Context: an optimization exercise on an open-source flow, tuned for small area. The choices shown serve that exercise and are no tape-out recipe.
Function was checked by simulation only, so behaviour that the tests miss may differ from the original.
Power and IR drop assume default switching activity.

== run A ==
==> flow/design.v (excerpt) <==
module perf_monitor_top (
  input  logic                                clk_i,
  input  logic                                rst_ni,
  input  logic                                instr_ret_i,
  input  logic                                imiss_i,
  input  logic                                jump_i,
  input  logic                                branch_i,
  input  logic                                branch_taken_i,
  input  logic [perf_pkg::NUM_EXT_EVENTS-1:0] ext_event_i,
  input  logic                                data_req_i,
  input  logic                                data_gnt_i,
  input  logic                                data_we_i,
  input  logic                                csr_access_i,
  input  logic [csr_pkg::CSR_ADDR_W-1:0]      csr_addr_i,
  input  csr_pkg::csr_op_t                    csr_op_i,
  input  logic [31:0]                         csr_wdata_i,
  output logic [31:0]                         csr_rdata_o,
  output logic                                csr_illegal_o
);
clock: 8.0 ns
lec_check: 0
cap_margin: 20
core_margin: 2
core_utilization: 75
slew_margin: 20
synth_hierarchical: 1
standard.sh (not shown) runs the stock make flow with config.mk's settings and CLKGATE_MAP_FILE= SYNTH_SCRIPT=/design/flow/synth_recipe.tcl, a recipe that flattens the netlist after the stock synthesis.
==> flow/flow/run.sh <==
#!/bin/bash
# The standard layout (the standard.sh), with two changes: the port
# buffers are the minimum-size buffer, and the clock tree is built from
# clkbuf_8 cells over clusters of at most 16 flip-flops, without dummy loads.
set -euo pipefail
export BUFFER_PORTS_ARGS="-buffer_cell sky130_fd_sc_hd__buf_1"
export CTS_ARGS="-sink_clustering_enable -repair_clock_nets -dont_use_dummy_load -buf_list {sky130_fd_sc_hd__clkbuf_8} -sink_clustering_size 16 -sink_clustering_max_diameter 60"
bash standard.sh > standard_make.log 2>&1
Run A: done, clean on timing, DRC and antenna
What run B does differently from run A at the input level:
Settings: a change of CORE_UTILIZATION from 75 to 70.
Findings:
Count of non-CTS buffers in the layout, run B vs run A: down slightly. Relative to run A, run B improves setup slack. Leakage power figure of run A is on par with run B. The higher met2 routed wirelength of run A and run B is in run B. Against run A, number of filler cells placed in the layout in run B rose by more than 10%. On post-route cell area, run A and run B are basically level. There was hardly any difference in power between run B and run A.
The following lists how run C was set up differently from run B:
Settings: swapping 70 for 75 in CORE_UTILIZATION.
==> flow/flow/run.sh <==
#!/bin/bash
# The standard layout (the standard.sh), with three changes: the port
# buffers are the minimum-size buffer, the clock tree is built from clkbuf_8
# cells over clusters of at most 16 flip-flops without dummy loads, and after
# global routing gates off the critical paths are sized down (ORFS's
# RECOVER_POWER step).
set -euo pipefail
export BUFFER_PORTS_ARGS="-buffer_cell sky130_fd_sc_hd__buf_1"
export CTS_ARGS="-sink_clustering_enable -repair_clock_nets -dont_use_dummy_load -buf_list {sky130_fd_sc_hd__clkbuf_8} -sink_clustering_size 16 -sink_clustering_max_diameter 60"
export RECOVER_POWER=100
bash standard.sh > standard_make.log 2>&1
The final report for run C shows a completed flow and a layout that fails verification, specifically capacitance limit, slew limit. Route | run C vs run B | wire longer in run C. After synthesis and placement, the instance count of run C is below that of run B. Between run B and run C, synthesis-to-layout area growth decreased. Count of clock-buffer cells in the layout up 1 in run C wrt run B. Diff run B..run C | count of H-tree levels built during CTS | unchanged. Run C against run B: via count of the first global-routing pass higher, ratio of cells with drive above 1 in the final layout now sits lower, via count up about 3%, leakage dissipation decreased by 0.074 nW relative to the old numbers, clock power ~0 delta.
For run D, these inputs were changed with respect to run C:
Settings: swapping 75 for 55 in CORE_UTILIZATION.
==> flow/run.sh (new file) <==
#!/bin/bash
# synth_recipe.tcl (not shown) runs the flow's synth.tcl, then flattens the netlist and writes it again
# the make line also repeats each setting of config.mk as NAME=value (left out here)
make -C /OpenROAD-flow-scripts/flow DESIGN_CONFIG=/design/flow/config.mk WORK_HOME=/design/flow/orfs CLKGATE_MAP_FILE= SYNTH_SCRIPT=/design/flow/synth_recipe.tcl finish
removed: flow/flow/run.sh
removed: flow/standard.sh
Results
[compare] base=run C new=run D: met3 wirelength from detailed routing fell by 36%; total wire length went up about 5.6%; combined area of the multi-input logic cells increased about 1.1%; setup slack moved up. Run D reached the final stage; the timing, design-rule and antenna checks on its layout passed. Max-cap violation count, run C and run D: smaller value in run D. Diff run C and run D: clock network fraction of design power higher in run D. Part of the total power dissipated in combinational logic came out lower on run D than on run C. Looking at non-clock buffer count, run D sits 7 higher than run C does.

[port drivers added, routing unchanged]
The results above use ideal ports. As a check the final layouts listed here were re-extracted and re-timed, cells and wires unchanged.
Step 1 assumes that a clkbuf_16 drives the clock port and a buf_2 every other input.
Step 2 adds t to the input delays and takes it off the output delays; t is the mean of the earliest and latest rising clock arrival at the registers after step 1. Input paths then give back, and output paths get back, about the clock's delay inside the block.
Three values: no drivers, after step 1, after step 2; two values: the first two.
| run | t (ns) | setup slack, ns | hold WS [ns] | worst register clock-pin slew, ns | cell pins on the clock port's net |
|---|---|---|---|---|---|
| run A | 0.623 | 1.070 / 1.101 / 0.478 | 0.450 / 0.450 / 0.450 | 0.10 / 0.10 | 1 |
| run B | 0.615 | 1.189 / 1.223 / 0.608 | 0.460 / 0.460 / 0.460 | 0.11 / 0.11 | 1 |
| run C | 0.621 | 0.479 / 0.456 / 0.173 | 0.448 / 0.448 / 0.448 | 0.10 / 0.10 | 1 |
| run D | 0.653 | 0.815 / 0.853 / 0.200 | 0.469 / 0.469 / 0.469 | 0.06 / 0.06 | 1 |
For run D, which loses most, drivers alone change the setup slack by +0.038 ns; drivers and shift together by -0.615 ns.
